From an optimization exercise on the open Yosys and OpenROAD flow, aimed at small area; shortcuts taken in it are not production practice.
Only simulation tests tie the RTL to the original design; equivalence was not proved.
No activity file was given, so power comes from the tool's default toggle rates. The clock port is modelled as an ideal driver; clocking choices that lean on that would not hold on a real chip.

File: design/flow/config.mk
export PLATFORM = sky130hd
export DESIGN_NAME = apb_slave_mem
export DESIGN_NICKNAME = apb_slave_mem
export VERILOG_FILES = /design/flow/design.v
export SDC_FILE = /design/flow/constraint.sdc
export NUM_CORES = 4
export LEC_CHECK = 0
export CAP_MARGIN = 5
export CORE_MARGIN = 2
export CORE_UTILIZATION = 40
export SLEW_MARGIN = 5
export SYNTH_HIERARCHICAL = 1
File: design/flow/constraint.sdc
create_clock -name core_clock -period 12.0 [get_ports {pclk}]
set_input_delay 2.4000 -clock core_clock [delete_from_list [all_inputs] [get_ports {pclk}]]
set_output_delay 2.4000 -clock core_clock [all_outputs]
set_load 0.01 [all_outputs]
File: design/flow/design.v
module apb_slave_mem #(
    parameter int unsigned DEPTH       = 256,
    parameter int unsigned WAIT_STATES = 2,
    parameter logic [31:0] BASE_ADDR   = 32'h0
) (
    input  logic        pclk,
    input  logic        rst_n,
    input  logic        psel,
    input  logic        penable,
    input  logic        pwrite,
    input  logic [31:0] paddr,
    input  logic [31:0] pwdata,
    output logic [31:0] prdata,
    output logic        pready,
    output logic        pslverr
);
    localparam int unsigned NR = 16;            
    localparam int unsigned RL = 16;            
    logic [3:0]  r_q;                           
    logic        e_q;                           
    logic        clr_q;                         
    logic [NR-1:0][RL-1:0][31:0] ring_q;
    logic [3:0]  widx;                          
    logic [3:0]  ring_sel;
    logic        err;
    logic        hit_rd, hit_wr;
    logic        wr_en;
    assign widx     = paddr[5:2];
    assign ring_sel = paddr[9:6];
    assign err      = (paddr[31:10] != 22'h0) || (paddr[1:0] != 2'b00);
    assign hit_rd   = ((widx + r_q) == 4'd0);
    assign hit_wr   = ((widx + r_q) == 4'd15);
    assign wr_en    = psel && penable && pwrite && !err && hit_wr;
    always_ff @(posedge pclk or negedge rst_n) begin
        if (!rst_n) begin
            r_q   <= 4'd0;
            e_q   <= 1'b0;
            clr_q <= 1'b1;
        end else begin
            r_q   <= r_q + 4'd1;
            if (r_q == 4'd15) begin
                e_q   <= !e_q;
                clr_q <= 1'b0;
            end
        end
    end
    logic [NR-1:0]       nld, nkeep;
    logic [NR-1:0][31:0] port_d;
    logic [31:0]         wdata_n;               
    assign wdata_n = pwdata ^ {32{!e_q}};
    for (genvar j = 0; j < int'(NR); j++) begin : g_ring
        assign nld[j]   = !(wr_en && (ring_sel == 4'(j)));
        assign nkeep[j] = !nld[j] || clr_q;
        apb_slave_mem_port u_port (
            .nld(nld[j]), .nkeep(nkeep[j]), .wdata_n(wdata_n), .rdata(ring_q[j][RL-1]),
            .d(port_d[j])
        );
        always_ff @(posedge pclk) begin
            ring_q[j][0] <= port_d[j];
            for (int k = 1; k < int'(RL); k++) begin
                ring_q[j][k] <= ring_q[j][k-1];
            end
        end
    end
    logic [NR-1:0]       rsel;
    logic [NR-1:0][31:0] rword;
    logic [31:0]         rraw;
    logic                rpar;
    for (genvar j = 0; j < int'(NR); j++) begin : g_rd
        assign rsel[j]  = (ring_sel == 4'(j));
        assign rword[j] = ring_q[j][0];
    end
    apb_slave_mem_rdmux u_rdmux (.sel(rsel), .word(rword), .q(rraw));
    assign rpar = e_q ^ (r_q == 4'd0);
    assign pready  = err || (pwrite ? hit_wr : hit_rd);
    assign pslverr = err;
    assign prdata  = rraw ^ {32{rpar}};
endmodule
module apb_slave_mem_port (
    input  logic        nld,
    input  logic        nkeep,
    input  logic [31:0] wdata_n,
    input  logic [31:0] rdata,
    output logic [31:0] d
);
    assign d = ~((wdata_n | {32{nld}}) & (rdata | {32{nkeep}}));
endmodule
module apb_slave_mem_rdmux (
    input  logic [15:0]       sel,
    input  logic [15:0][31:0] word,
    output logic [31:0]       q
);
    always_comb begin
        q = 32'h0;
        for (int j = 0; j < 16; j++) q = q | (word[j] & {32{sel[j]}});
    end
endmodule
File: design/flow/flow/run.sh
#!/bin/bash
# Standard layout, with clock tree synthesis that clusters more flip-flops per
# leaf buffer and inserts no dummy loads, and the smallest buffer on each port.
set -euo pipefail
export CTS_ARGS="-sink_clustering_enable -repair_clock_nets -dont_use_dummy_load -sink_clustering_size 28 -sink_clustering_max_diameter 100 -buf_list sky130_fd_sc_hd__buf_12 -root_buf sky130_fd_sc_hd__buf_12 -tree_buf sky130_fd_sc_hd__buf_8"
export BUFFER_PORTS_ARGS="-buffer_cell sky130_fd_sc_hd__buf_1"
bash standard.sh > standard.log 2>&1
File: design/flow/standard.sh
#!/bin/bash
# synth_recipe.tcl (not shown) runs the flow's synth.tcl, then flattens the netlist and writes it again
# the make line also repeats each setting of config.mk as NAME=value (left out here)
make -C /OpenROAD-flow-scripts/flow DESIGN_CONFIG=/design/flow/config.mk WORK_HOME=/design/flow/orfs CLKGATE_MAP_FILE= SYNTH_SCRIPT=/design/flow/synth_recipe.tcl "${@:-finish}"
==> metrics.md, run 1 <==
| Metric | Value |
|---|---|
| Outcome | `finished clean` |
| Reg2reg path depth | `9` |
| CP max FO | `17` |
| Clk sinks | `between 8k and 9k` |
| Insertion delay to the later sink of the worst-skew pair | `approximately 0.91 ns` |
| Setup Skew | `about 0.060 ns` |
| Total chip power | `39.2 mW` |
| FF+latch count, synth | `between 8k and 9k` |
| DR WL/cell | `about 19 µm` |
| Largest cells by area after synthesis | `dfxtp_1 (95%), o22ai_1 (1.9%), a221oi_1 (0.64%)` |
| Top cell family by delay on the critical path | `simple AND/OR/NAND/NOR gates` |
| Post-synth top area cell | `dfxtp_1` |
| Top-count cell post-synth | `dfxtp_1` |
| I/O pins | `~100` |
| Syn_nets | `approximately 9.4k` |
| Share of cells above drive strength 1 | `just over 5%` |
| Port-buffer cells | `102` |
| CP endpoint kind | `output port` |
| Hold_buf cts | `0` |
| Final nets | `9,750` |
| Die footprint | `around 440,000 µm²` |
| VDD IR max | `roughly 0.13 mV` |
| Gr usage total | `a little over an eighth` |
| Buf/Inv on CP | `3` |
| Congestion Overflow GR | `0` |
| Pwr Density | `~210 nW/µm²` |
| Via count | `roughly 63k` |
| Largest net degree at the start of global routing | `33` |
| Cts bufs inserted | `approximately 330` |
| Initial core utilization | `40.1%` |
| Seq/Total Area, Yosys | `between 90 and 100%` |
| Setup violations, final | `0` |
| 1st-pass router iterations | `5` |
| CTS tree | `built` |
| Worst path most repeated cell | `buf_1` |
| Die H | `660 µm` |
| Area Overhead vs Synth | `8.19%` |
| Final slew viol count | `0` |
| Hold Path Class | `register to register` |
| RSZ-0062 raised after global routing | `no` |
| Die Wd | `~660 µm` |
| Post-route setup TNS | `0 ns` |
| Post-synthesis instance total | `a little over 9k` |
| First-pass GRT wire length | `425,000 µm` |
| WS Path Type | `primary input to output port` |
| Yosys warning total | `8` |
| Async SR Flop Fraction | `less than 1%` |
| Clk slew on worst S/H paths | `0.10 ns` |
| Vias in the first global route | `~63k` |
| CTS HTree Levels | `5` |
| Initial antenna violation count | `20` |
| Vias/cell | `about 4` |
| Ratio of final minimum period to clock period | `slightly below 70%` |
| Crit path time final | `a little over 8 ns` |
| GPL Wtd Cong | `between 0.7 and 0.8` |
| Synth Flop Type | `dfxtp_1` |
| DP HPWL | `between 150,000 and 200,000 µm` |
| Cells on Worst Hold Path | `0` |
| DRC viols | `0` |
| Crit-path cells | `buf_1, nand2b_1, nor2_4, buf_4, a22o_1, a221oi_1, nand4_1, xnor2_1, buf_1` |
| Slew @ Worst Pin | `1.29 ns` |
| Startpoint class of the critical path | `primary input` |
| Peak Freq | `about 0.12 GHz` |
| Root Driver | `buf_12` |
| Worst endpoint required time | `9.60 ns` |
| Post-CTS setup repair buffer count | `0` |
| Slowest cell on the critical path | `nor2_4` |
| Relative slew slack | `between 10% and 20%` |
| Mapped Area | `around 170,000 µm²` |
| Crit. path cell count | `9` |
| Routed Antenna Nets | `0` |
| Max-cap violations | `0` |
| Core area | `between 400,000 and 500,000 µm²` |
| Post-Route WL | `a little under 300,000 µm` |
| Post-cts resize count | `0` |
| Slowest stage delay, CP | `around 0.78 ns` |
| Most instantiated cells after synthesis | `dfxtp_1 (8,192), o22ai_1 (512), a221oi_1 (126), a22o_1 (126), buf_6 (72)` |
| Fin. Hold Viols | `0` |
| EDFF count, synth | `0` |
| Pleak | `roughly 73 nW` |
| WP data arrival | `between 5 and 6 ns` |
| Initial DRC Count | `~4.3k` |
| Clock Path Buffers | `4` |
| Top cell type's share of synthesized area | `a little over nine tenths` |
| Synth unique cells | `37` |
| Post-Synthesis Mean Instance Area | `around 18 µm²` |
| Site Rows | `between 200 and 250` |
## cells in the final DEF, fill, tap and decap left out, types with 3 or more instances in the layout
cell type	instances
buf_12	329
dfxtp_1	8192
inv_1	5
a22o_1	126
nand2_1	5
o21ai_4	16
buf_8	4
xnor2_4	4
diode_2	17
xor2_1	3
ha_1	5
nor4_1	8
buf_1	102
a221oi_1	126
nor2_1	3
o22ai_1	512
xnor2_2	28
nand4_1	33
nor2_4	12
xnor2_1	34
buf_4	65
nor3_2	4
dfrtp_1	4
o2111ai_2	4
nand3_1	5
or2_4	16
nand2b_1	4
## modules after synthesis, one instance, submodules excluded
module               cell area [µm²]  copies in the design  flops+latches
apb_slave_mem_rdmux             2830                     1              0
apb_slave_mem_port               251                    16              0
apb_slave_mem                 165000                     1           8198
## sequential cells by signal (all words and copies together) (netlist names)
register,cells
r_q,4
clr_q,1
ring_q,8192
e_q,1
## stage by stage
step                      instances  worst slack (ns)  hold slack (ns)  utilization (%)  cell area [µm²]
after global placement        15049              3.81            0.310             41.8           180000
after detailed placement      15049              3.84            0.312             41.8           180000
after CTS                     15382              3.85            0.273             43.3           186000
after global routing          15387              3.77            0.274             43.4           186000
after floorplan                9327              5.72            0.310                -           172000
final                         15400              3.79            0.270             43.4           186000
## layout make-up
cell class	count	area [µm²]
Antenna cell	17	42.5
Clock buffer	333	6650
Fill cell	37234	244000
Inverter	5	18.8
Multi-Input combinational cell	969	7550
Sequential cell	8198	164000
Tap cell	5710	7140
Timing Repair Buffer	168	882
## routing by layer
metal,GRT usage [%],vias to the layer above,wire length [µm]
li1,-,30604,-
met1,18.5,31009,141000
met4,4.82,4,11700
met2,20.6,1226,129000
met5,0,-,27
met3,2.20,567,13300
## cell families (layout without fill, tap and decap cells)
family                   count (synthesis)  after routing  synth area share, %
AO/OA/AOI/OAI                          791            791                 3.26
flip-flops                            8198           8198                 95.3
AND/OR/NAND/NOR                        102            102                0.353
XOR/XNOR                                70             70                0.356
other                                    0             17                    0
buffers and inverters                  160            506                0.731
adder cells (fa/ha/maj)                  6              6               0.0479
## path summary, 6_finish.rpt
kind	from	end	slack [ns]
min in group asynchronous	rst_n	r_q[3]	1.37
max in group asynchronous	rst_n	clr_q	10.33
setup reg to reg	r_q[0]	ring_q[1033]	7.87
hold reg to reg	ring_q[3023]	ring_q[3055]	0.27
setup / recovery	paddr[8]	prdata[16]	3.79
hold / removal	ring_q[3023]	ring_q[3055]	0.27
## worst register-to-register path, delay by kind of cell, from the launching register on
family	cells	cell delay, ns
xor gates and xnor gates	1	0.23
buffers and inverters	2	0.79
adders and majority gates	2	0.59
AOI/OAI and AO/OA	3	1.60
and+or+nand+nor	1	0.33
DFF	1	0.42
## report_power, final
group | internal [mW] | leakage [nW] | switching (mW)
registers | 27.2 | 66.5 | 0.00000000198
clock network | 4.32 | 3.12 | 7.55
logic | 0.0209 | 2.96 | 0.104
==> run 2, diff against run 1 <==
==> design/flow/flow/run.sh (replaced) <==
#!/bin/bash
# Standard layout, with clock tree synthesis that clusters more flip-flops per
# leaf buffer and inserts no dummy loads, and the smallest buffer on each port.
set -euo pipefail
export CTS_ARGS="-sink_clustering_enable -repair_clock_nets -dont_use_dummy_load -sink_clustering_size 28 -sink_clustering_max_diameter 100 -buf_list sky130_fd_sc_hd__buf_12"
export BUFFER_PORTS_ARGS="-buffer_cell sky130_fd_sc_hd__buf_1"
bash standard.sh > standard.log 2>&1
==> metrics.md, run 2 <==
| Metric | Value |
|---|---|
| WHS Endpoint | `ring_q[3055]` |
| Max reg flops | `about 8.2k` |
| Clk sinks | `just over 8k` |
| DP HPWL | `169,000 µm` |
| CTS tree | `built` |
| Top-count cell post-synth | `dfxtp_1` |
| Worst R2R Start | `r_q[0]` |
| Pleak | `72.6 nW` |
| Clock Path Buffers | `4` |
| Post-CTS setup repair buffer count | `0` |
| Hold Path Class | `register to register` |
| Final slew viol count | `0` |
| FF+latch count, synth | `approximately 8.2k` |
| Compound-Gate Fraction of Synth Area | `between 3 and 4%` |
| Initial antenna violation count | `20` |
| Initial DRC Count | `4,210` |
| DP Worst Slack | `between 3 and 4 ns` |
| Peak Freq | `roughly 0.12 GHz` |
| Top reg by flops | `ring_q` |
| Hold_buf cts | `0` |
| Max-cap violations | `0` |
| WP data arrival | `about 5.8 ns` |
| Slew @ Worst Pin | `between 1 and 1.5 ns` |
| Largest cells by area after synthesis | `dfxtp_1 (95%), o22ai_1 (1.9%), a221oi_1 (0.64%)` |
| Reg2reg path depth | `9` |
| RSZ-0062 raised after global routing | `no` |
| Async SR Flop Fraction | `less than 1%` |
| Slowest cell on the critical path | `nor2_4` |
| DRC viols | `0` |
| Share of cells above drive strength 1 | `roughly 5.1%` |
| Synth Flop Type | `dfxtp_1` |
| Pwr Density | `210 nW/µm²` |
| Total chip power | `a little under 40 mW` |
| VDD IR max | `about 0.13 mV` |
| Die footprint | `about 440,000 µm²` |
| Post-route setup TNS | `0 ns` |
| First-pass GRT wire length | `425,000 µm` |
| Synth unique cells | `37` |
| Most instantiated cells after synthesis | `dfxtp_1 (8,192), o22ai_1 (512), a221oi_1 (126), a22o_1 (126), buf_6 (72)` |
| Gr usage total | `between 10% and 20%` |
| Post-Route WL | `~300,000 µm` |
| Worst path most repeated cell | `buf_1` |
| Post-synthesis instance total | `approximately 9.3k` |
| Post-synth top area cell | `dfxtp_1` |
| CP endpoint kind | `output port` |
| Syn_nets | `roughly 9.4k` |
| Congestion Overflow GR | `0` |
| GPL Wtd Cong | `around 0.78` |
| Routed Antenna Nets | `0` |
| EDFF count, synth | `0` |
| Post-cts resize count | `0` |
| Top flop regs | `ring_q (8192), r_q (4)` |
| Post-Synthesis Mean Instance Area | `~18 µm²` |
| Cells on Worst Hold Path | `0` |
| Setup Skew | `just over 0.06 ns` |
| Die H | `roughly 660 µm` |
| Seq/Total Area, Yosys | `between 90% and 100%` |
| Top cell type's share of synthesized area | `a little over nine tenths` |
| Die Wd | `660 µm` |
| Final nets | `around 9.8k` |
| Clk slew on worst S/H paths | `0.10 ns` |
| Setup violations, final | `0` |
| Post-synthesis mux area share | `0%` |
| Mapped Area | `between 150,000 and 200,000 µm²` |
| Startpoint class of the critical path | `primary input` |
| Outcome | `finished clean` |
| Yosys warning total | `8` |
| Relative slew slack | `between 10% and 20%` |
| Most frequent cells in the layout | `dfxtp_1 (8,192), o22ai_1 (512), buf_12 (333), a22o_1 (126), a221oi_1 (126)` |
| Insertion delay to the later sink of the worst-skew pair | `roughly 0.87 ns` |
| Slowest stage delay, CP | `~0.78 ns` |
| Final Util | `43.4%` |
| Area Overhead vs Synth | `8.20%` |
| Initial core utilization | `between 40 and 50%` |
| Worst endpoint required time | `~9.6 ns` |
| WS Path Type | `primary input to output port` |
| Crit path time final | `between 8 and 9 ns` |
| HP Start | `ring_q[3023]` |
| DR WL/cell | `roughly 19 µm` |
| I/O pins | `103` |
| Final Worst Setup Slack | `3.80 ns` |
| Largest net degree at the start of global routing | `33` |
| Root Driver | `buf_12` |
| Vias/cell | `roughly 4.1` |
| 1st-pass router iterations | `5` |
| Ratio of final minimum period to clock period | `about two thirds` |
| Via count | `approximately 63k` |
| Crit-path cells | `buf_1, nand2_1, nor2_4, buf_4, a22o_1, a221oi_1, nand4_1, xnor2_1, buf_1` |
| Fin area | `between 150,000 and 200,000 µm²` |
| Reg-to-reg endpoint | `ring_q[1033]` |
| Vias in the first global route | `62.9k` |
| Commonest non-fill, non-tap cell in the layout | `dfxtp_1` |
| Cts bufs inserted | `between 300 and 400` |
| Largest family of logic cells by synthesized area | `compound AO/OA/AOI/OAI gates` |
| Synth Area in Simple Gates | `0.353%` |
| Xor and xnor area share after synthesis | `less than 1%` |
| CP max FO | `18` |
| Core area | `roughly 430,000 µm²` |
| CTS HTree Levels | `5` |
| Synth Area in Adders | `less than 1%` |
| Placed Instance Area | `180,000 µm²` |
| Site Rows | `241` |
| Reg2Reg Setup Slack | `roughly 8 ns` |
| Port-buffer cells | `approximately 100` |
| Fin. Hold Viols | `0` |
run 2: layout make-up:
cell class / count / area [µm²]
tap: 5710 / 7140
timing repair buffer: 168 / 882
clock buffer: 333 / 6670
antenna: 16 / 40.0
sequential: 8198 / 164000
multi-input combinational: 969 / 7550
inverter: 5 / 18.8
fill: 37237 / 244000
run 2: logic make-up after synthesis:
family          count (synthesis)
compound gates                791
buf+inv                       160
simple gates                  102
fa+ha+maj                       6
xor+xnor                       70
flops                        8198
run 2: worst max-delay path, delay by kind of cell:
family	cells	cell delay (ns)
simple gates	3	1.47
compound gates	2	0.27
xor+xnor	1	0.32
buf+inv	3	1.28
run 2: worst max path at each step:
stage,startpoint,to,slack [ns],cells past startpoint
4_1_cts,paddr[9],prdata[17],3.85,9
5_1_grt,paddr[8],prdata[11],3.77,9
3_3_place_gp,paddr[9],prdata[17],3.81,9
3_5_place_dp,paddr[9],prdata[17],3.84,9
2_1_floorplan,paddr[9],prdata[10],5.72,8
6_report,paddr[9],prdata[16],3.80,9
run 2: power by group:
part	switching [mW]	internal, mW	total [mW]
clock network	7.56	4.34	11.9
logic	0.104	0.0209	0.125
registers	0.00000000199	27.2	27.2
run 2: through the flow:
step           cells  hold slack [ns]
4_1_cts        15382            0.273
3_5_place_dp   15049            0.312
5_1_grt        15387            0.274
3_3_place_gp   15049            0.310
2_1_floorplan   9327            0.310
6_report       15399            0.270
run 2: modules after synthesis (local to each module, per instance):
module | cells inside | flip-flops and latches
apb_slave_mem_port | 38 | 0
apb_slave_mem_rdmux | 336 | 0
apb_slave_mem | 8383 | 8198
run 2: routing by layer:
layer	GRT usage (%)	vias up	part of all wire, %	routed length [µm]
li1	-	30598	-	-
met1	18.5	31055	48	142000
met2	20.6	1221	44	129000
met3	2.20	565	4.4	13000
met4	4.80	4	3.8	11100
met5	0	-	0.0091	27
==> run 3, diff against run 2 <==
==> design/flow/flow/run.sh (replaced) <==
#!/bin/bash
# Standard layout, with clock tree synthesis that clusters more flip-flops per
# leaf buffer and inserts no dummy loads, and the smallest buffer on each port.
set -euo pipefail
export CTS_ARGS="-sink_clustering_enable -repair_clock_nets -dont_use_dummy_load -sink_clustering_size 30 -sink_clustering_max_diameter 100 -buf_list sky130_fd_sc_hd__buf_12 -root_buf sky130_fd_sc_hd__buf_12 -tree_buf sky130_fd_sc_hd__buf_8"
export BUFFER_PORTS_ARGS="-buffer_cell sky130_fd_sc_hd__buf_1"
bash standard.sh > standard.log 2>&1
==> metrics.md, run 3 <==
| Metric | Value |
|---|---|
| Seq/Total Area, Yosys | `between 90% and 100%` |
| Core area | `~430,000 µm²` |
| FF+latch count, synth | `around 8.2k` |
| RSZ-0062 raised after global routing | `no` |
| Share of cells above drive strength 1 | `under 10%` |
| Site Rows | `about 240` |
| Setup violations, final | `0` |
| Yosys warning total | `8` |
| Slew @ Worst Pin | `between 1 and 1.5 ns` |
| Setup Skew | `between 0.06 and 0.07 ns` |
| Congestion Overflow GR | `0` |
| Post-cts resize count | `0` |
| Crit path time final | `roughly 8.2 ns` |
| Root Driver | `buf_12` |
| Fin area | `approximately 190,000 µm²` |
| Pleak | `72.4 nW` |
| Die H | `660 µm` |
| WS Path Type | `primary input to output port` |
| Relative slew slack | `17.8%` |
| Peak Freq | `between 0.1 and 0.15 GHz` |
| Initial antenna violation count | `22` |
| Via count | `around 63k` |
| Worst endpoint required time | `about 9.6 ns` |
| Hold_buf cts | `0` |
| Placed Instance Area | `180,000 µm²` |
| Clock Path Buffers | `4` |
| Critical Path End | `prdata[16]` |
| Post-synth top area cell | `dfxtp_1` |
| Most instantiated cells after synthesis | `dfxtp_1 (8,192), o22ai_1 (512), a221oi_1 (126), a22o_1 (126), buf_6 (72)` |
| 1st-pass router iterations | `6` |
| Final Util | `between 40% and 50%` |
| Top reg by flops | `ring_q` |
| Reg-to-reg endpoint | `ring_q[1543]` |
| Async SR Flop Fraction | `0.0732%` |
| DRC viols | `0` |
| Critical path origin | `paddr[9]` |
| CP endpoint kind | `output port` |
| Vias/cell | `between 4 and 5` |
| Worst R2R Start | `r_q[0]` |
| HP Start | `ring_q[3023]` |
| Initial core utilization | `40.1%` |
| Synth Flop Type | `dfxtp_1` |
| EDFF count, synth | `0` |
| Post-synthesis instance total | `~9.3k` |
| Reg2Reg Setup Slack | `7.80 ns` |
| First-pass GRT wire length | `between 400,000 and 500,000 µm` |
| WP data arrival | `5.82 ns` |
| Port-buffer cells | `between 100 and 150` |
| GPL Wtd Cong | `0.779` |
| Die footprint | `~440,000 µm²` |
| CTS tree | `built` |
| Post-Synthesis Mean Instance Area | `around 18 µm²` |
| Post-Route WL | `between 200,000 and 300,000 µm` |
| Ratio of final minimum period to clock period | `just under 70%` |
| Synth unique cells | `37` |
| CP max FO | `18` |
| Commonest non-fill, non-tap cell in the layout | `dfxtp_1` |
| Largest cells by area after synthesis | `dfxtp_1 (95%), o22ai_1 (1.9%), a221oi_1 (0.64%)` |
| Cts bufs inserted | `about 310` |
| Most frequent cells in the layout | `dfxtp_1 (8,192), o22ai_1 (512), buf_12 (310), a22o_1 (126), a221oi_1 (126)` |
| Pwr Density | `209 nW/µm²` |
| Largest net degree at the start of global routing | `33` |
| Reg2reg path depth | `9` |
| Outcome | `finished clean` |
| Mapped Area | `roughly 170,000 µm²` |
| Vias in the first global route | `62.7k` |
| Die Wd | `around 660 µm` |
| Top-count cell post-synth | `dfxtp_1` |
| Startpoint class of the critical path | `primary input` |
| I/O pins | `approximately 100` |
| Clk slew on worst S/H paths | `around 0.10 ns` |
| Hold Path Class | `register to register` |
| Top flop regs | `ring_q (8192), r_q (4)` |
| Final hold slack | `0.262 ns` |
| Top cell type's share of synthesized area | `between 90% and 100%` |
| Insertion delay to the later sink of the worst-skew pair | `around 0.9 ns` |
| Max reg flops | `around 8.2k` |
| Initial DRC Count | `about 4.2k` |
| Routed Antenna Nets | `0` |
| Gr usage total | `a little over an eighth` |
| Post-CTS setup repair buffer count | `0` |
| DP Worst Slack | `3.84 ns` |
| VDD IR max | `between 0.1 and 0.15 mV` |
| CTS HTree Levels | `5` |
| Syn_nets | `around 9.4k` |
| Fin. Hold Viols | `0` |
| Post-route setup TNS | `0 ns` |
| Final nets | `a little under 10k` |
| DP HPWL | `approximately 170,000 µm` |
| Clk sinks | `about 8.2k` |
| DR WL/cell | `~19 µm` |
| Max-cap violations | `0` |
| Final Worst Setup Slack | `about 3.8 ns` |
| Area Overhead vs Synth | `7.96%` |
| Final slew viol count | `0` |
==> run 3: changes by cell type in the layout (fill, tap and decap cells not counted) <==
cell	previous run	this run
buf_12	333	310
buf_8	0	5
diode_2	16	11
buf_6	1	0
==> run 3: through the flow <==
stage / total power [mW] / cells
finish: 38.9 / 15375
global route: 40.1 / 15367
CTS: 39.2 / 15363
detailed placement: 27.9 / 15049
global placement: 27.9 / 15049
floorplan: 27.9 / 9327
==> run 3: cells by family (layout without fill, tap and decap cells) <==
family          after synthesis  in the layout  share of synthesized area, %
other cells                   0             11                             0
compound gates              791            791                          3.26
flops                      8198           8198                          95.3
buf+inv                     160            487                         0.731
fa+ha+maj                     6              6                        0.0479
xor+xnor                     70             70                         0.356
simple gates                102            102                         0.353
==> run 3: Yosys stat by module (local to each module, per instance) <==
module | cell area, µm² | flops+latches | cells
apb_slave_mem_rdmux | 2830 | 0 | 336
apb_slave_mem | 165000 | 8198 | 8383
apb_slave_mem_port | 251 | 0 | 38
==> run 3: area by class of cell <==
class,count,area [µm²]
repair buffers,168,886
well taps,5710,7140
flip-flops and latches,8198,164000
clock buffers,314,6270
diodes,11,27.5
inverters,5,18.8
multi-input cells,969,7550
fillers,37248,244000
==> run 3: how the worst min path moves through the flow <==
stage / end / cells past startpoint
finish: ring_q[3055] / 0
global route: ring_q[2000] / 0
CTS: ring_q[3320] / 0
detailed placement: ring_q[1180] / 0
global placement: ring_q[2672] / 0
floorplan: ring_q[1000] / 0
==> run 3: power breakdown <==
part	switching, mW	internal (mW)
sequential	0.00000000198	27.2
clock	7.46	4.08
combinational	0.105	0.0210
==> run 3: critical path, cell delays in order <==
cell and delay [ns]:
buf_1 0.42, nand2_1 0.40, nor2_4 0.77, buf_4 0.57, a22o_1 0.21, a221oi_1 0.06
nand4_1 0.29, xnor2_1 0.33, buf_1 0.30
==> run 3: per-layer routing <==
metal / up-vias / part of all wire, % / wire length (µm) / global-route usage, %
met4: 2 / 3.6 / 10500 / 4.50
met2: 1195 / 44 / 129000 / 20.5
met5: - / 0.0044 / 13 / 0
met1: 31191 / 48 / 142000 / 18.5
li1: 30542 / - / - / -
met3: 506 / 4.5 / 13200 / 2.28
==> run 4, diff against run 3 <==
--- a/design/flow/config.mk
+++ b/design/flow/config.mk
@@ -8,5 +8,6 @@
 export CAP_MARGIN = 5
 export CORE_MARGIN = 2
 export CORE_UTILIZATION = 40
+export GPL_TIMING_DRIVEN = 0
 export SLEW_MARGIN = 5
 export SYNTH_HIERARCHICAL = 1
==> metrics.md, run 4 <==
| Metric | Value |
|---|---|
| Post-Route WL | `approximately 270,000 µm` |
| Post-route setup TNS | `0 ns` |
| Most instantiated cells after synthesis | `dfxtp_1 (8,192), o22ai_1 (512), a221oi_1 (126), a22o_1 (126), buf_6 (72)` |
| Final slew viol count | `0` |
| Top cell type's share of synthesized area | `between 90% and 100%` |
| WS Path Type | `primary input to output port` |
| I/O pins | `a little over 100` |
| Peak Freq | `about 0.12 GHz` |
| DRC viols | `0` |
| Insertion delay to the later sink of the worst-skew pair | `approximately 0.9 ns` |
| Slowest stage delay, CP | `between 1 and 1.5 ns` |
| Post-Synthesis Mean Instance Area | `~18 µm²` |
| Largest cells by area after synthesis | `dfxtp_1 (95%), o22ai_1 (1.9%), a221oi_1 (0.64%)` |
| Critical path origin | `paddr[6]` |
| Pleak | `around 73 nW` |
| CP max FO | `10` |
| Clk sinks | `about 8.2k` |
| Root Driver | `buf_12` |
| Max reg flops | `8,192` |
| Top-count cell post-synth | `dfxtp_1` |
| Commonest non-fill, non-tap cell in the layout | `dfxtp_1` |
| Routed Antenna Nets | `0` |
| CP endpoint kind | `output port` |
| Cts bufs inserted | `approximately 310` |
| DP HPWL | `between 150,000 and 200,000 µm` |
| Critical Path End | `prdata[15]` |
| Buf/Inv on CP | `3` |
| Crit-path cells | `buf_1, nand2b_1, nor2_1, clkbuf_1, a221oi_1, nand4_1, xnor2_1, buf_1` |
| Clk slew on worst S/H paths | `~0.11 ns` |
| First-pass GRT wire length | `405,000 µm` |
| Reg2Reg Setup Slack | `around 8 ns` |
| Crit. path cell count | `8` |
| Post-CTS setup repair buffer count | `0` |
| 1st-pass router iterations | `5` |
| Hold Path Class | `register to register` |
| Site Rows | `approximately 240` |
| Setup violations, final | `0` |
| Crit path time final | `8.59 ns` |
| DR WL/cell | `~18 µm` |
| Area Overhead vs Synth | `8.58%` |
| Top cell family by delay on the critical path | `compound AO/OA/AOI/OAI gates` |
| Fin. Hold Viols | `0` |
| Area of the multi-input gates | `between 7000 and 8000 µm²` |
| Post-synth top area cell | `dfxtp_1` |
| CTS tree | `built` |
| Relative slew slack | `12.6%` |
| Vias in the first global route | `between 60k and 70k` |
| Reg2reg path depth | `9` |
| Worst R2R Start | `r_q[0]` |
| Final Worst Setup Slack | `between 3 and 4 ns` |
| Seq/Total Area, Yosys | `between 90 and 100%` |
| Pwr Density | `between 200 and 250 nW/µm²` |
| CTS HTree Levels | `5` |
| Congestion Overflow GR | `0` |
| Worst endpoint required time | `around 9.6 ns` |
| GPL Wtd Cong | `about 0.8` |
| Ratio of final minimum period to clock period | `a little under three quarters` |
| Synth unique cells | `37` |
| Gr usage total | `around 12%` |
| Largest net degree at the start of global routing | `31` |
| Worst path most repeated cell | `buf_1` |
| Initial DRC Count | `3,892` |
| Max-cap violations | `0` |
| Final hold slack | `0.214 ns` |
| Mapped Area | `between 150,000 and 200,000 µm²` |
| FF+latch count, synth | `between 8k and 9k` |
| Die H | `660 µm` |
| Outcome | `finished clean` |
| Die Wd | `between 600 and 700 µm` |
| Core area | `430,000 µm²` |
| Most frequent cells in the layout | `dfxtp_1 (8,192), o22ai_1 (512), buf_12 (309), a22o_1 (126), a221oi_1 (126)` |
| Vias/cell | `4.06` |
| VDD IR max | `approximately 0.14 mV` |
| Die footprint | `about 440,000 µm²` |
| Slew @ Worst Pin | `around 1.3 ns` |
| Post-synthesis instance total | `9,327` |
| Fin area | `roughly 190,000 µm²` |
| Share of cells above drive strength 1 | `approximately 5.6%` |
| Synth Flop Type | `dfxtp_1` |
| Syn_nets | `9,402` |
| Via count | `63.0k` |
| Top reg by flops | `ring_q` |
| Seq. cell area | `roughly 160,000 µm²` |
| Filler cell count | `37.2k` |
| DP Worst Slack | `~3.4 ns` |
| Placed Instance Area | `approximately 180,000 µm²` |
| Final nets | `roughly 9.9k` |
| Hold_buf cts | `0` |
| Startpoint class of the critical path | `primary input` |
| Slowest cell on the critical path | `a221oi_1` |
| Setup Skew | `between 0.1 and 0.15 ns` |
| Post-cts resize count | `0` |
| Initial antenna violation count | `17` |
| Port-buffer cells | `roughly 100` |
| Initial core utilization | `approximately 40%` |
| Reg-to-reg endpoint | `ring_q[2068]` |
| Async SR Flop Fraction | `less than 1%` |
| EDFF count, synth | `0` |
| RSZ-0062 raised after global routing | `no` |
| Yosys warning total | `8` |
| Clock Path Buffers | `4` |
| Top flop regs | `ring_q (8192), r_q (4)` |
| WP data arrival | `about 6.2 ns` |
==> run 4: cell counts after synthesis <==
Identical to the previous run, type by type.
==> run 4: cell families after synthesis <==
| kind of cell | Yosys count | share of synthesized area, % |
|---|---|---|
| AO/OA/AOI/OAI | 791 | 3.26 |
| XOR/XNOR | 70 | 0.356 |
| adder cells (fa/ha/maj) | 6 | 0.0479 |
| buffers and inverters | 160 | 0.731 |
| flip-flops | 8198 | 95.3 |
| AND/OR/NAND/NOR | 102 | 0.353 |
==> run 4: worst register-to-register path, stage by stage (launching register included) <==
cell and delay (ns):
dfrtp_1 0.42, ha_1 0.19, inv_1 0.06, fa_1 0.39, xor2_1 0.23, nor4_1 0.35, o2111ai_2 0.48, o21ai_0 1.18
buf_2 0.52, o22ai_1 0.12
==> run 4: power breakdown <==
part           internal (mW)  switching (mW)
Clock                   4.07            7.41
Sequential              27.2   0.00000000175
Combinational         0.0383           0.114
==> run 4: worst min-delay path by stage <==
stage / start / end / slack (ns) / depth (start not counted)
floorplan: ring_q[968] / ring_q[1000] / 0.31 / 0
global placement: ring_q[442] / ring_q[474] / 0.31 / 0
detailed placement: ring_q[989] / ring_q[1021] / 0.31 / 0
CTS: ring_q[7026] / ring_q[7058] / 0.22 / 0
global route: ring_q[453] / ring_q[485] / 0.23 / 0
finish: ring_q[453] / ring_q[485] / 0.21 / 0
==> run 4: metal layers <==
| metal | vias to the layer above | GRT usage [%] | routed length [µm] | part of all wire (%) |
|---|---|---|---|---|
| met3 | 459 | 1.70 | 9890 | 3.6 |
| met2 | 930 | 19.0 | 118000 | 43 |
| met4 | 0 | 4.16 | 9230 | 3.4 |
| li1 | 30781 | - | - | - |
| met5 | - | 0 | 0 | 0 |
| met1 | 30804 | 17.6 | 135000 | 50 |
==> run 4: Yosys stat by module (local to each module, per instance) <==
module               copies in the design  area, µm²  cells inside  flip-flops and latches
apb_slave_mem_port                     16        251            38                       0
apb_slave_mem                           1     165000          8383                    8198
apb_slave_mem_rdmux                     1       2830           336                       0
==> run 4: per-stage QoR <==
step	cells	util (%)	power, mW
global route	15509	43.5	40.1
CTS	15507	43.5	39.2
finish	15516	43.5	38.8
detailed placement	15194	42.1	28.0
floorplan	9327	-	27.9
global placement	15139	41.8	27.9
==> run 4: final cells by class <==
| type | instances | share of cell area [%] |
|---|---|---|
| sequential | 8198 | 87.7 |
| multi-input combinational | 969 | 3.85 |
| tap | 5710 | 3.82 |
| clock buffer | 313 | 3.34 |
| buffer | 155 | 0.663 |
| timing repair buffer | 157 | 0.588 |
| antenna | 9 | 0.0120 |
| inverter | 5 | 0.0100 |
==> run 5, diff against run 4 <==
==> design/flow/flow/run.sh (replaced) <==
#!/bin/bash
# Standard layout, with clock tree synthesis that clusters more flip-flops per
# leaf buffer and inserts no dummy loads, and the smallest buffer on each port.
set -euo pipefail
export CTS_ARGS="-sink_clustering_enable -repair_clock_nets -dont_use_dummy_load -sink_clustering_size 29 -sink_clustering_max_diameter 100 -buf_list sky130_fd_sc_hd__buf_12 -root_buf sky130_fd_sc_hd__buf_12 -tree_buf sky130_fd_sc_hd__buf_8"
export BUFFER_PORTS_ARGS="-buffer_cell sky130_fd_sc_hd__buf_1"
bash standard.sh > standard.log 2>&1
--- a/design/flow/config.mk
+++ b/design/flow/config.mk
@@ -8,6 +8,5 @@
 export CAP_MARGIN = 5
 export CORE_MARGIN = 2
 export CORE_UTILIZATION = 40
-export GPL_TIMING_DRIVEN = 0
 export SLEW_MARGIN = 5
 export SYNTH_HIERARCHICAL = 1
==> metrics.md, run 5 <==
| Metric | Value |
|---|---|
| Outcome | `finished clean` |
| Seq/Total Area, Yosys | `95.3%` |
| Clock Path Buffers | `4` |
| Die Wd | `around 660 µm` |
| Insertion delay to the later sink of the worst-skew pair | `~0.94 ns` |
| P_int | `around 31 mW` |
| Most instantiated cells after synthesis | `dfxtp_1 (8,192), o22ai_1 (512), a221oi_1 (126), a22o_1 (126), buf_6 (72)` |
| Initial core utilization | `40.1%` |
| Most frequent cells in the layout | `dfxtp_1 (8,192), o22ai_1 (512), buf_12 (319), a22o_1 (126), a221oi_1 (126)` |
| P_sw | `~7.6 mW` |
| Worst endpoint required time | `9.60 ns` |
| CTS tree | `built` |
| Hold Path Class | `register to register` |
| Seq pwr share | `a little over two thirds` |
| Crit-path cells | `buf_1, nand2_1, nor2_4, buf_4, a22o_1, a221oi_1, nand4_1, xnor2_1, buf_1` |
| Async SR Flop Fraction | `less than 1%` |
| Post-cts resize count | `0` |
| Congestion Overflow GR | `0` |
| Syn_nets | `9,402` |
| Setup violations, final | `0` |
| Switching share of power | `approximately 20%` |
| I/O pins | `103` |
| Fin. Hold Viols | `0` |
| Area Overhead vs Synth | `8.07%` |
| VDD IR max | `between 0.1 and 0.15 mV` |
| Port-buffer cells | `102` |
| Die footprint | `~440,000 µm²` |
| Post-Synthesis Mean Instance Area | `approximately 18 µm²` |
| Largest cells by area after synthesis | `dfxtp_1 (95%), o22ai_1 (1.9%), a221oi_1 (0.64%)` |
| DP HPWL | `between 150,000 and 200,000 µm` |
| FF+latch count, synth | `8,198` |
| Largest net degree at the start of global routing | `33` |
| CP max FO | `18` |
| Final Worst Setup Slack | `3.86 ns` |
| DR WL/cell | `approximately 19 µm` |
| Core area | `430,000 µm²` |
| Die H | `between 600 and 700 µm` |
| Synth Flop Type | `dfxtp_1` |
| CP endpoint kind | `output port` |
| Post-synth top area cell | `dfxtp_1` |
| GPL Wtd Cong | `0.779` |
| Routed Antenna Nets | `0` |
| Part of the power in combinational logic | `less than 1%` |
| Post-Route WL | `around 300,000 µm` |
| Filler cell count | `37.2k` |
| Yosys warning total | `8` |
| Setup Skew | `around 0.073 ns` |
| Top flop regs | `ring_q (8192), r_q (4)` |
| Slowest cell on the critical path | `nor2_4` |
| Top-count cell post-synth | `dfxtp_1` |
| Ratio of final minimum period to clock period | `between 60 and 70%` |
| WP data arrival | `5.74 ns` |
| 1st-pass router iterations | `5` |
| DRC viols | `0` |
| CTS HTree Levels | `5` |
| Hold_buf cts | `0` |
| Relative slew slack | `18.0%` |
| Initial antenna violation count | `23` |
| Top reg by flops | `ring_q` |
| Area of the multi-input gates | `approximately 7600 µm²` |
| Synth unique cells | `37` |
| Initial DRC Count | `4,147` |
| Peak Freq | `between 0.1 and 0.15 GHz` |
| Clk slew on worst S/H paths | `roughly 0.10 ns` |
| DP Worst Slack | `around 3.8 ns` |
| Post-synthesis instance total | `between 9k and 10k` |
| Slew @ Worst Pin | `between 1 and 1.5 ns` |
| Vias in the first global route | `62.8k` |
| Clk sinks | `8,198` |
| Clock power frac | `30.0%` |
| Root Driver | `buf_12` |
| Commonest non-fill, non-tap cell in the layout | `dfxtp_1` |
| Via count | `about 63k` |
| Worst path most repeated cell | `buf_1` |
| Final slew viol count | `0` |
| Max-cap violations | `0` |
| Site Rows | `roughly 240` |
| Pleak | `72.5 nW` |
| Post-route setup TNS | `0 ns` |
| Mapped Area | `~170,000 µm²` |
| RSZ-0062 raised after global routing | `no` |
| First-pass GRT wire length | `425,000 µm` |
| EDFF count, synth | `0` |
| Gr usage total | `13.2%` |
| Seq. cell area | `around 160,000 µm²` |
| Final hold slack | `0.268 ns` |
| Top cell type's share of synthesized area | `between 90% and 100%` |
| Pwr Density | `210 nW/µm²` |
| Crit path time final | `just over 8 ns` |
| Startpoint class of the critical path | `primary input` |
| WS Path Type | `primary input to output port` |
| Share of cells above drive strength 1 | `~5.0%` |
| Vias/cell | `4.11` |
| Max reg flops | `a little over 8k` |
| Slowest stage delay, CP | `0.77 ns` |
| Final nets | `9,740` |
| Cts bufs inserted | `between 300 and 400` |
| Post-CTS setup repair buffer count | `0` |
[run 5: cell counts after synthesis]
Identical to the previous run, type by type.
[run 5: critical path: cells and delay by family]
kind            cells  cell delay [ns]
simple gates        3             1.45
xor+xnor            1             0.32
compound gates      2             0.27
buf+inv             3             1.23
[run 5: kinds of logic (layout without fill, tap and decap cells)]
group	after synthesis	in the layout	synth area share (%)
flip-flops	8198	8198	95.3
AO/OA/AOI/OAI	791	791	3.26
buffers and inverters	160	496	0.731
AND/OR/NAND/NOR	102	102	0.353
XOR/XNOR	70	70	0.356
adder cells (fa/ha/maj)	6	6	0.0479
other	0	14	0
[run 5: worst paths after layout]
kind                            slack (ns)      endpoint    startpoint  depth (start not counted)
worst min-delay path                  0.27  ring_q[3719]  ring_q[3687]                          0
max in group asynchronous            10.35         clr_q         rst_n                          1
min in group asynchronous             1.35        r_q[3]         rst_n                          1
worst max register to register        7.85  ring_q[5634]        r_q[0]                          9
worst max-delay path                  3.86    prdata[16]      paddr[9]                          9
worst min register to register        0.27  ring_q[3719]  ring_q[3687]                          0
[run 5: layer usage]
layer	up-vias	GRT usage [%]	routed length, µm
met5	-	0	23
met1	30970	18.6	141000
met4	4	4.70	11000
met3	516	2.17	13400
met2	1151	20.5	129000
li1	30559	-	-
[run 5: cell type report]
| cell class | count | share of cell area (%) |
|---|---|---|
| clock buffers | 323 | 3.46 |
| multi-input cells | 969 | 4.06 |
| repair buffers | 168 | 0.474 |
| inverters | 5 | 0.0101 |
| well taps | 5710 | 3.84 |
| flip-flops and latches | 8198 | 88.1 |
| diodes | 14 | 0.0188 |
[run 5: metrics by stage]
step	cell area, µm²	power (mW)	std cells	util, %
6_report	186000	39.0	15387	43.3
5_1_grt	186000	40.3	15377	43.3
4_1_cts	186000	39.3	15372	43.3
3_5_place_dp	180000	27.9	15049	41.8
3_3_place_gp	180000	27.9	15049	41.8
2_1_floorplan	172000	27.9	9327	-
[run 5: modules after synthesis, one instance, submodules excluded]
module | times used | area (µm²) | flip-flops and latches
apb_slave_mem | 1 | 165000 | 8198
apb_slave_mem_port | 16 | 251 | 0
apb_slave_mem_rdmux | 1 | 2830 | 0
[run 5: power by group through the flow]
stage | Clock, mW | Sequential (mW) | Combinational (mW)
2_1_floorplan | 0 | 27.8 | 0.0437
4_1_cts | 12.0 | 27.2 | 0.125
3_3_place_gp | 0 | 27.8 | 0.123
6_report | 11.7 | 27.2 | 0.125
3_5_place_dp | 0 | 27.8 | 0.125
5_1_grt | 12.9 | 27.2 | 0.128
==> run 6, diff against run 5 <==
==> design/flow/flow/run.sh (replaced) <==
#!/bin/bash
# Standard layout, with clock tree synthesis that clusters more flip-flops per
# leaf buffer and inserts no dummy loads, and the smallest buffer on each port.
set -euo pipefail
export CTS_ARGS="-sink_clustering_enable -repair_clock_nets -dont_use_dummy_load -sink_clustering_size 32 -sink_clustering_max_diameter 100 -buf_list sky130_fd_sc_hd__buf_12 -root_buf sky130_fd_sc_hd__buf_12 -tree_buf sky130_fd_sc_hd__buf_8"
export BUFFER_PORTS_ARGS="-buffer_cell sky130_fd_sc_hd__buf_1"
bash standard.sh > standard.log 2>&1
==> metrics.md, run 6 <==
| Metric | Value |
|---|---|
| Area Overhead vs Synth | `7.75%` |
| CP endpoint kind | `output port` |
| Worst endpoint required time | `9.60 ns` |
| Insertion delay to the later sink of the worst-skew pair | `0.87 ns` |
| Most instantiated cells after synthesis | `dfxtp_1 (8,192), o22ai_1 (512), a221oi_1 (126), a22o_1 (126), buf_6 (72)` |
| DR WL/cell | `about 19 µm` |
| VDD IR max | `0.142 mV` |
| Synth Flop Type | `dfxtp_1` |
| Site Rows | `241` |
| DRC viols | `0` |
| Largest cells by area after synthesis | `dfxtp_1 (95%), o22ai_1 (1.9%), a221oi_1 (0.64%)` |
| Syn_nets | `9,402` |
| Initial core utilization | `40.1%` |
| Seq pwr share | `a little over two thirds` |
| Fin. Hold Viols | `0` |
| Async SR Flop Fraction | `less than 1%` |
| Part of the power in combinational logic | `less than 1%` |
| Met1 wire length | `approximately 140,000 µm` |
| Startpoint class of the critical path | `primary input` |
| Post-synth top area cell | `dfxtp_1` |
| Hold_buf cts | `0` |
| Worst path most repeated cell | `buf_1` |
| WP data arrival | `~5.8 ns` |
| Top flop regs | `ring_q (8192), r_q (4)` |
| Gr usage total | `a little over an eighth` |
| Die H | `660 µm` |
| Max-cap violations | `0` |
| Via count | `approximately 63k` |
| Crit-path cells | `buf_1, nand2_1, nor2_4, buf_4, a22o_1, a221oi_1, nand4_1, xnor2_1, buf_1` |
| Slew @ Worst Pin | `around 1.3 ns` |
| Filler cell count | `about 37k` |
| Clk sinks | `8,198` |
| Pleak | `approximately 72 nW` |
| Crit path time final | `8.23 ns` |
| Post-route setup TNS | `0 ns` |
| First-pass GRT wire length | `about 420,000 µm` |
| Pwr Density | `slightly above 200 nW/µm²` |
| HP Start | `ring_q[3687]` |
| 1st-pass router iterations | `5` |
| Synth unique cells | `37` |
| Reg-to-reg endpoint | `ring_q[1547]` |
| Peak Freq | `roughly 0.12 GHz` |
| Post-cts resize count | `0` |
| Core area | `~430,000 µm²` |
| Relative slew slack | `16.0%` |
| DP Worst Slack | `3.84 ns` |
| Max reg flops | `roughly 8.2k` |
| Top cell family by delay on the critical path | `simple AND/OR/NAND/NOR gates` |
| Setup Skew | `between 0.06 and 0.07 ns` |
| Buf/Inv on CP | `3` |
| CTS HTree Levels | `5` |
| Port-buffer cells | `approximately 100` |
| Post-Route WL | `around 290,000 µm` |
| Clock power frac | `slightly below 30%` |
| Placed Instance Area | `~180,000 µm²` |
| P_int | `between 30 and 40 mW` |
| Initial DRC Count | `around 4.3k` |
| Largest net degree at the start of global routing | `33` |
| DP HPWL | `roughly 170,000 µm` |
| Hold Path Class | `register to register` |
| Top-count cell post-synth | `dfxtp_1` |
| Clock Path Buffers | `4` |
| GPL Wtd Cong | `around 0.78` |
| DR top layer | `met5` |
| Top cell type's share of synthesized area | `a little over nine tenths` |
| Switching share of power | `between 15 and 20%` |
| Share of cells above drive strength 1 | `roughly 4.7%` |
| Worst R2R Start | `r_q[0]` |
| Final Worst Setup Slack | `around 3.8 ns` |
| Vias/cell | `slightly above 4` |
| Post-synthesis instance total | `roughly 9.3k` |
| Final nets | `between 9k and 10k` |
| Vias in the first global route | `approximately 63k` |
| Slowest cell on the critical path | `nor2_4` |
| EDFF count, synth | `0` |
| Cts bufs inserted | `around 300` |
| WHS Endpoint | `ring_q[3719]` |
| Final Util | `43.2%` |
| Cells on Worst Hold Path | `0` |
| I/O pins | `approximately 100` |
| Commonest non-fill, non-tap cell in the layout | `dfxtp_1` |
| Die Wd | `roughly 660 µm` |
| WS Path Type | `primary input to output port` |
| Mapped Area | `between 150,000 and 200,000 µm²` |
| Root Driver | `buf_12` |
| Final slew viol count | `0` |
| Reg2Reg Setup Slack | `between 7 and 8 ns` |
| Routed length on met2 | `roughly 130,000 µm` |
| RSZ-0062 raised after global routing | `no` |
| Routed Antenna Nets | `0` |
| FF+latch count, synth | `8,198` |
| Slowest stage delay, CP | `0.79 ns` |
| Reg2reg path depth | `9` |
| Die footprint | `~440,000 µm²` |
| P_sw | `7.52 mW` |
| Ratio of final minimum period to clock period | `between 60% and 70%` |
| Outcome | `finished clean` |
| Post-CTS setup repair buffer count | `0` |
| Wire length on met3 | `between 10,000 and 15,000 µm` |
| Initial antenna violation count | `21` |
| Setup violations, final | `0` |
| CTS tree | `built` |
| Seq/Total Area, Yosys | `roughly 95%` |
| Yosys warning total | `8` |
| Post-Synthesis Mean Instance Area | `roughly 18 µm²` |
| Fin area | `approximately 190,000 µm²` |
| Congestion Overflow GR | `0` |
| Crit. path cell count | `9` |
| Top reg by flops | `ring_q` |
| Clk slew on worst S/H paths | `0.11 ns` |
| CP max FO | `18` |
| Most frequent cells in the layout | `dfxtp_1 (8,192), o22ai_1 (512), buf_12 (292), a22o_1 (126), a221oi_1 (126)` |
## run 6: worst reg2reg max path, cell delays in order (launching register included)
cell and delay [ns]:
dfrtp_1 0.42, ha_1 0.21, inv_1 0.07, fa_1 0.38, xor2_1 0.23, nor4_1 0.32
o2111ai_2 0.50, o21ai_4 0.96, buf_4 0.67, o22ai_1 0.20
## run 6: worst max path at each step
| stage | startpoint | endpoint |
|---|---|---|
| after detailed placement | paddr[9] | prdata[17] |
| after global placement | paddr[9] | prdata[17] |
| after floorplan | paddr[9] | prdata[10] |
| after CTS | paddr[9] | prdata[17] |
| final | paddr[9] | prdata[16] |
| after global routing | paddr[8] | prdata[11] |
## run 6: stage by stage
step | cells | hold slack (ns) | power, mW
after floorplan | 9327 | 0.310 | 27.9
after global placement | 15049 | 0.310 | 27.9
after detailed placement | 15049 | 0.312 | 27.9
after CTS | 15345 | 0.261 | 38.9
after global routing | 15350 | 0.263 | 39.8
final | 15358 | 0.253 | 38.6
## run 6: Yosys stat by module (local to each module, per instance)
module | cells | area [µm²] | copies in the design | flops+latches
apb_slave_mem_port | 38 | 251 | 16 | 0
apb_slave_mem_rdmux | 336 | 2830 | 1 | 0
apb_slave_mem | 8383 | 165000 | 1 | 8198
## run 6: cell families (layout without fill, tap and decap cells)
family                     after synthesis  after routing  share of synthesized area [%]
DFF                                   8198           8198                           95.3
AOI/OAI and AO/OA                      791            791                           3.26
buffers and inverters                  160            469                          0.731
and+or+nand+nor                        102            102                          0.353
xor gates and xnor gates                70             70                          0.356
adders and majority gates                6              6                         0.0479
other                                    0             12                              0
## run 6: layout make-up
| cell class | count | area [µm²] | area share, % |
|---|---|---|---|
| Tap cell | 5710 | 7140 | 3.85 |
| Inverter | 5 | 18.8 | 0.0101 |
| Sequential cell | 8198 | 164000 | 88.4 |
| Multi-Input combinational cell | 969 | 7550 | 4.07 |
| Antenna cell | 12 | 30.0 | 0.0162 |
| Clock buffer | 296 | 5910 | 3.18 |
| Timing Repair Buffer | 168 | 886 | 0.477 |
## run 6: metal layers
metal	vias to the layer above	global-route usage, %
met5	-	0
met4	2	4.69
met3	520	2.03
met2	1137	20.6
met1	30957	18.5
li1	30496	-
## run 6: power by group through the flow
stage	logic, mW	clock network (mW)	registers, mW
global route	0.128	12.5	27.2
global placement	0.123	0	27.8
floorplan	0.0437	0	27.8
detailed placement	0.125	0	27.8
finish	0.125	11.3	27.2
CTS	0.125	11.6	27.2

[afterwards: timing with drivers on the ports]
The results above use ideal ports. As a check the final layouts listed here were re-extracted and re-timed, cells and wires unchanged.
Step 1 sets driving cells, clkbuf_16 on the clock port and buf_2 on the other inputs (assumed; they add their load-dependent delay and slew).
Step 2 times the ports against the registers' clock, not the clock port: input delays grow and output delays shrink by t, the midpoint of the rising clock arrivals with the driver on.
Slacks: ideal / step 1 / step 2; pairs: ideal / step 1.
run	t (ns)	setup slack, ns	hold slack, ns	cell pins on the clock port's net
run 1	0.994	3.792 / 3.690 / 3.690	0.270 / 0.270 / 0.270	1
run 2	0.951	3.803 / 3.708 / 3.708	0.270 / 0.270 / 0.270	1
run 3	0.995	3.784 / 3.686 / 3.686	0.262 / 0.262 / 0.262	1
run 4	0.965	3.414 / 3.271 / 3.271	0.214 / 0.214 / 0.214	1
run 5	0.998	3.857 / 3.754 / 3.754	0.268 / 0.268 / 0.268	1
run 6	0.976	3.773 / 3.679 / 3.679	0.253 / 0.253 / 0.253	1
After both steps every run listed still meets setup and hold. The setup slack of run 4, which loses most, moves by -0.143 ns with the drivers and by -0.143 ns with both steps.
